Background: an optimization exercise with open tools, aiming at small area and few clock cycles per item. Do not read the settings as production practice.
Only simulation tests tie the RTL to the original design; equivalence was not proved.

### flow/design.v
module barrel_math_pipe #(
  parameter int H_RES   = 1080,
  parameter int V_RES   = 960,
  parameter int COORD_W = 12,
  parameter int FRAC_W  = 3,
  parameter int K_SHIFT = 24
) (
  input  logic               clk,
  input  logic               reset,
  input  logic               gen_en,
  input  logic [1:0]         mode,
  input  logic [15:0]        k_coef,
  output logic [31:0]        tIn_tdata,
  output logic               tIn_tvalid,
  input  logic               tIn_tready,
  input  logic [31:0]        tOut_tdata,
  input  logic               tOut_tvalid,
  output logic               tOut_tready,
  output logic [31:0]        rCin_tdata,
  output logic [15:0]        rPin_tdata,
  output logic               rCin_tvalid,
  output logic               rPin_tvalid,
  input  logic               rCin_tready,
  input  logic               rPin_tready,
  input  logic [31:0]        rOut_tdata,
  input  logic               rOut_tvalid,
  output logic               rOut_tready,
  output logic [COORD_W-1:0] xOut,
  output logic [COORD_W-1:0] yOut,
  output logic               addr_vld,
  input  logic               mem_ready,
  output logic               clipped,
  output logic               frame_done
);
  logic signed [10:0] gx;
  logic signed [9:0]  gy;
  logic               gen_hs, last_col, last_row;
  assign gen_hs    = tIn_tvalid & tIn_tready;
  assign last_col  = (gx == 11'sd539);
  assign last_row  = (gy == -10'sd479);
  assign tIn_tdata = {{3{gy[9]}}, gy, 3'b000, {2{gx[10]}}, gx, 3'b000};
  always_ff @(posedge clk) begin
    if (reset) begin
      gx         <= -11'sd540;
      gy         <= 10'sd480;
      tIn_tvalid <= 1'b0;
      frame_done <= 1'b0;
    end else begin
      frame_done <= gen_hs & last_col & last_row;
      if (!tIn_tvalid || tIn_tready) tIn_tvalid <= gen_en;
      if (gen_hs) begin
        if (last_col) begin
          gx <= -11'sd540;
          gy <= last_row ? 10'sd480 : gy - 10'sd1;
        end else begin
          gx <= gx + 11'sd1;
        end
      end
    end
  end
  logic        en;
  logic        va, vb;
  logic [15:0] ra, pha, ka, rb, phb;
  logic [1:0]  ma;
  logic [31:2] sqa;
  logic [14:0] scb;
  logic [31:0] sq_n, sq;
  logic [47:0] prod;
  logic [14:0] d, sc_n;
  logic [15:0] add;
  logic [30:0] p;
  logic [16:0] q;
  assign en          = ~vb | (rCin_tready & rPin_tready);
  assign tOut_tready = en;
  always_comb begin
    sq_n = '0;
    for (int i = 0; i < 16; i++)
      sq_n = sq_n + ({32{tOut_tdata[i]}} & (((32'(tOut_tdata[15:0]) >> (i + 1)) << (2 * i + 2)) | (32'd1 << (2 * i))));
  end
  assign sq          = {sqa, 1'b0, ra[0]};
  always_comb begin
    prod = sq * ka;
    d    = (prod[47:39] != 9'd0) ? 15'h7FFF : prod[38:24];
    add  = 16'd16384 + {1'b0, d};
    case (ma)
      2'd1:    sc_n = add[15] ? 15'h7FFF : add[14:0];
      2'd2:    sc_n = d[14] ? 15'd0 : 15'd16384 - d;
      default: sc_n = 15'd16384;
    endcase
  end
  always_ff @(posedge clk) begin
    if (reset) begin
      va <= 1'b0;
      vb <= 1'b0;
    end else if (en) begin
      va <= tOut_tvalid;
      vb <= va;
    end
  end
  always_ff @(posedge clk) begin
    if (en) begin
      ra  <= tOut_tdata[15:0];
      pha <= tOut_tdata[31:16];
      ma  <= mode;
      ka  <= k_coef;
      sqa <= sq_n[31:2];
      rb  <= ra;
      phb <= pha;
      scb <= sc_n;
    end
  end
  assign p           = rb * scb;
  assign q           = p[30:14];
  assign rCin_tdata  = {16'b0, q[16] ? 16'hFFFF : q[15:0]};
  assign rPin_tdata  = phb;
  assign rCin_tvalid = vb;
  assign rPin_tvalid = vb;
  logic signed [12:0] sx, sy;
  logic [10:0]        xc;
  logic [9:0]         yc;
  logic               clip_n, load;
  logic [10:0]        xs;
  logic [9:0]         ys;
  assign rOut_tready = ~addr_vld | mem_ready;
  assign load        = rOut_tvalid & rOut_tready;
  assign sx          = rOut_tdata[15:3];
  assign sy          = rOut_tdata[31:19];
  assign xs          = 11'(sx + 13'sd540);
  assign ys          = 10'(13'sd480 - sy);
  always_comb begin
    clip_n = 1'b0;
    xc     = xs;
    yc     = ys;
    if (sx < -13'sd540) begin
      xc = 11'd0; clip_n = 1'b1;
    end else if (sx > 13'sd539) begin
      xc = 11'd1079; clip_n = 1'b1;
    end
    if (sy > 13'sd480) begin
      yc = 10'd0; clip_n = 1'b1;
    end else if (sy < -13'sd479) begin
      yc = 10'd959; clip_n = 1'b1;
    end
  end
  logic [10:0] xr;
  logic [9:0]  yr;
  always_ff @(posedge clk) begin
    if (reset)          addr_vld <= 1'b0;
    else if (load)      addr_vld <= 1'b1;
    else if (mem_ready) addr_vld <= 1'b0;
  end
  always_ff @(posedge clk) begin
    if (load) begin
      xr      <= xc;
      yr      <= yc;
      clipped <= clip_n;
    end
  end
  assign xOut = {1'b0, xr};
  assign yOut = {2'b00, yr};
endmodule
### flow/run.sh
#!/bin/bash
# synth_recipe.tcl (not shown) runs the flow's synth.tcl, then flattens the netlist and writes it again
# the make line also repeats each setting of config.mk as NAME=value (left out here)
make -C /OpenROAD-flow-scripts/flow DESIGN_CONFIG=/design/flow/config.mk WORK_HOME=/design/flow/orfs CLKGATE_MAP_FILE= SYNTH_SCRIPT=/design/flow/synth_recipe.tcl finish
### flow/config.mk
export PLATFORM = sky130hd
export DESIGN_NAME = barrel_math_pipe
export DESIGN_NICKNAME = barrel_math_pipe
export VERILOG_FILES = /design/flow/design.v
export SDC_FILE = /design/flow/constraint.sdc
export NUM_CORES = 4
export LEC_CHECK = 0
export CAP_MARGIN = 20
export CORE_MARGIN = 2
export CORE_UTILIZATION = 40
export SLEW_MARGIN = 20
### flow/constraint.sdc
create_clock -name core_clock -period 9.0 [get_ports {clk}]
set_input_delay 1.8000 -clock core_clock [delete_from_list [all_inputs] [get_ports {clk}]]
set_output_delay 1.8000 -clock core_clock [all_outputs]
set_load 0.01 [all_outputs]
==> notes.md <==
state kept, by name, indices dropped and copies added (netlist names):
register    count
pha            16
tIn_tvalid      1
ma              2
frame_done      1
ka             16
xr             11
clipped         1
phb            16
gx             11
gy             10
ra             16
addr_vld        1
va              1
sqa            30
rb             16
scb            15
yr             10
vb              1
cell families (layout without fill, tap and decap cells):
family | count (synthesis) | in the layout
multiplexers | 6 | 6
XOR/XNOR | 93 | 93
AO/OA/AOI/OAI | 285 | 285
buffers and inverters | 880 | 1071
other | 1 | 25
adder cells (fa/ha/maj) | 957 | 957
AND/OR/NAND/NOR | 1204 | 1204
flip-flops | 175 | 175
metal layers:
layer	routed length (um)	global-route usage	vias up
met5	0	0	-
met4	1380	0.0453	0
met3	5250	0.0408	88
met2	38600	0.324	669
met1	37600	0.275	12300
li1	-	-	11400
final cells by class:
class / instances / share of cell area
Multi-Input combinational cell: 2570 / 0.669
Timing Repair Buffer: 333 / 0.0811
Sequential cell: 175 / 0.129
Inverter: 706 / 0.0684
Clock buffer: 17 / 0.0110
Tap cell: 1144 / 0.0370
Clock inverter: 15 / 0.00481
how the worst min path moves through the flow:
| stage | start | end | slack [ps] | depth (start not counted) |
|---|---|---|---|---|
| floorplan | pha[0] | phb[0] | 400 | 0 |
| global placement | pha[2] | phb[2] | 400 | 0 |
| detailed placement | pha[4] | phb[4] | 400 | 0 |
| CTS | ra[13] | rb[13] | 420 | 0 |
| global route | pha[4] | phb[4] | 430 | 0 |
| finish | ra[9] | rb[9] | 420 | 0 |
stage by stage:
| stage | TNS [ps] | setup slack [ps] |
|---|---|---|
| after floorplan | 0 | 889 |
| after global placement | 0 | 52.3 |
| after detailed placement | -4.51 | -4.51 |
| after CTS | -59.1 | -59.1 |
| after global routing | -32.7 | -14.9 |
| final | 0 | 290 |
what timing repair did:
item,4_1_cts,5_1_grt
setup endpoints to repair,16,20
pin swaps,3,10
gates resized for setup,27,20
setup buffers,3,34
cell usage in the layout (no fill, tap or decap), types with 6 or more instances in the layout:
cell             instances
nor2_1                  85
o21bai_1                 8
nand2_1                546
dlygate4sd2_1            9
a31oi_1                  9
inv_1                  706
nand3_1                 22
buf_6                    6
nor3_1                  30
ha_1                   296
and2_1                 406
o21ai_0                 47
dfxtp_1                 26
and4_1                   6
nor2b_1                  8
xnor2_1                 54
clkbuf_16               17
clkdlybuf4s50_1        155
o31ai_1                  6
o21ai_1                 11
o21a_1                   7
edfxtp_1               149
a21o_1                  27
a21oi_1                 83
or3_1                    9
conb_1                  25
buf_4                  139
nand2b_1                16
buf_12                  17
a21oi_2                  6
nand4_1                 18
fa_1                   658
o211ai_1                16
a211oi_1                 7
o32ai_2                  6
xor2_1                  39
and3_1                  17
nor3_2                   7
==> qor.csv <==
metric,value,unit
synth_top_area_frac,0.386,
multi_input_area,25900,um2
synth-async-reset-ratio,0,
outcome,no timing/DRC/antenna violations,
grt_start_max_net_pins,64,
initial_utilization,0.403,
placeableCoreArea,84900,um2
dp_cells,4891,
portBuffers,171,
cp_num_cells,24,
synth_top_family_by_area,adder cells,
drt-total-wl,82.9,mm
design_area,38700,um2
dp_hpwl,67.5,mm
finalSetupViolCount,0,
synthMuxAreaShare,0.00183,
gp_congestion,0.914,
start_kind,register,
rsz0062_at_grt,yes,
cts_buffers,17,
grt-ovfl-total,0,
crit_path_top_delay_cell,fa_1,
fmax,0.115,GHz
ctsHoldBuffers,0,
finish.net_count,4851,
htreeDepth,4,
drtIter0Drc,1259,
crit_path_end_kind,primary output,
ant_nets,0,
crit_path_frequent_cell,fa_1,
relSlewSlack,0.325,
fin_crit_sh,0.968,
cap_violations,0,
route.vias.total,24500,
final_cells,4960,
finalMaxSlewViolations,0,
tightest_slew,1010,ps
grt_use_total,0.199,
crit_fanout,5,
synth-compound-area-share,0.0568,
cts_tree,built,
vias_per_cell,4.94,
ys.flop_type,edfxtp_1,
synthCells,3601,
antenna_cells,0,
post_synth_and_or_nand_nor_area_fraction,0.175,
ys_warn_count,1,
regArea,4990,um2
worstReg2RegEnd,scb[12],
clk_latency,500,ps
critPathTopFamily,adder cells,
die_y,296,um
drt-wirelength-per-cell,16.7,um
fin_skew,14.2,ps
netlist_area,34200,um2
worstPathArrival,6910,ps
postLayoutCoreUtil,0.456,
cts_buffer_depth,2,
dieWidth,296,um
synthXorXnorAreaFrac,0.0238,
crit_type,reg2out,
die_area,87800,um2
drc_errors,0,
period_minus_slack,8710,ps
clk_pin_slew,70,ps
rows,107,
synth_top_cell_by_area,fa_1,
reg2reg_slack,480,ps
hp-class,reg2reg,
synth.avg_cell_area,9.49,um2
reg2reg_depth,29,
critPathBufInv,5,
cts_root_buf,clkbuf_16,
syn2layout_area_growth,13.2,%
fillers,8215,
ys_top_cells_by_count,"706 x inv_1, 660 x fa_1, 548 x nand2_1",
setup.worst_path.end,rCin_tdata[10],
grt_pass1_wl,138,mm
crit_start,scb[2],
yosysMostFrequentCell,inv_1,
grt_antenna_before_repair,2,
clock_sinks,175,
synth_cell_types,83,
path_cells,and2_1 > fa_1 > fa_1 > fa_1 > inv_1 > fa_1 > fa_1 > inv_1 > fa_2 > ha_1 > a21o_1 > a21o_1 > a21oi_2 > o211ai_1 > a311oi_1 > buf_4 > o21ai_2 > a221oi_2 > buf_4 > o21bai_2 > a21oi_2 > xor2_1 > nand2_1 > clkbuf_2,
hold_viol,0,
synth_fa_ha_area_frac,0.495,
ys_ff_latch,175,
synth_edf_count,149,
r2r_start,sqa[15],
max_stage_delay,560,ps
yosysSeqAreaShare,0.146,
required,7200,ps
ioPinCount,203,
first_pass_iters,5,
first_global_vias,26000,
hold_ws,421,ps
synth.area.top_cells,"fa_1 39%, edfxtp_1 13%, ha_1 11%, inv_1 7.8%, and2_1 7.4%",
postPlaceCellArea,37600,um2
drive_gt1_frac,0.0650,
Testbench counts, summed over its fixed seeds: cycles 16,016, items 16,000.

## port drivers added, routing unchanged
The flow's constraints put no driver on any port. The routed layout listed below was extracted and timed again, unchanged, in two steps.
Step 1 sets driving cells, clkbuf_16 on the clock port and buf_2 on the other inputs (assumed; they add their load-dependent delay and slew).
Step 2 also shifts input and output timing later by t, the mid clock arrival at the registers, as if the neighbouring blocks saw the same clock.
Slacks: ideal ports / drivers / drivers and shift; pairs: ideal ports / drivers.
shift t [ns]: 0.549
setup slack, ns: 0.290 / 0.234 / 0.482
worst setup path after step 2: register to register
pins driven straight from the clock port: 1
After both steps setup and hold are still met in this run. For this run, drivers alone change the setup slack by -0.056 ns; drivers and shift together by +0.192 ns.
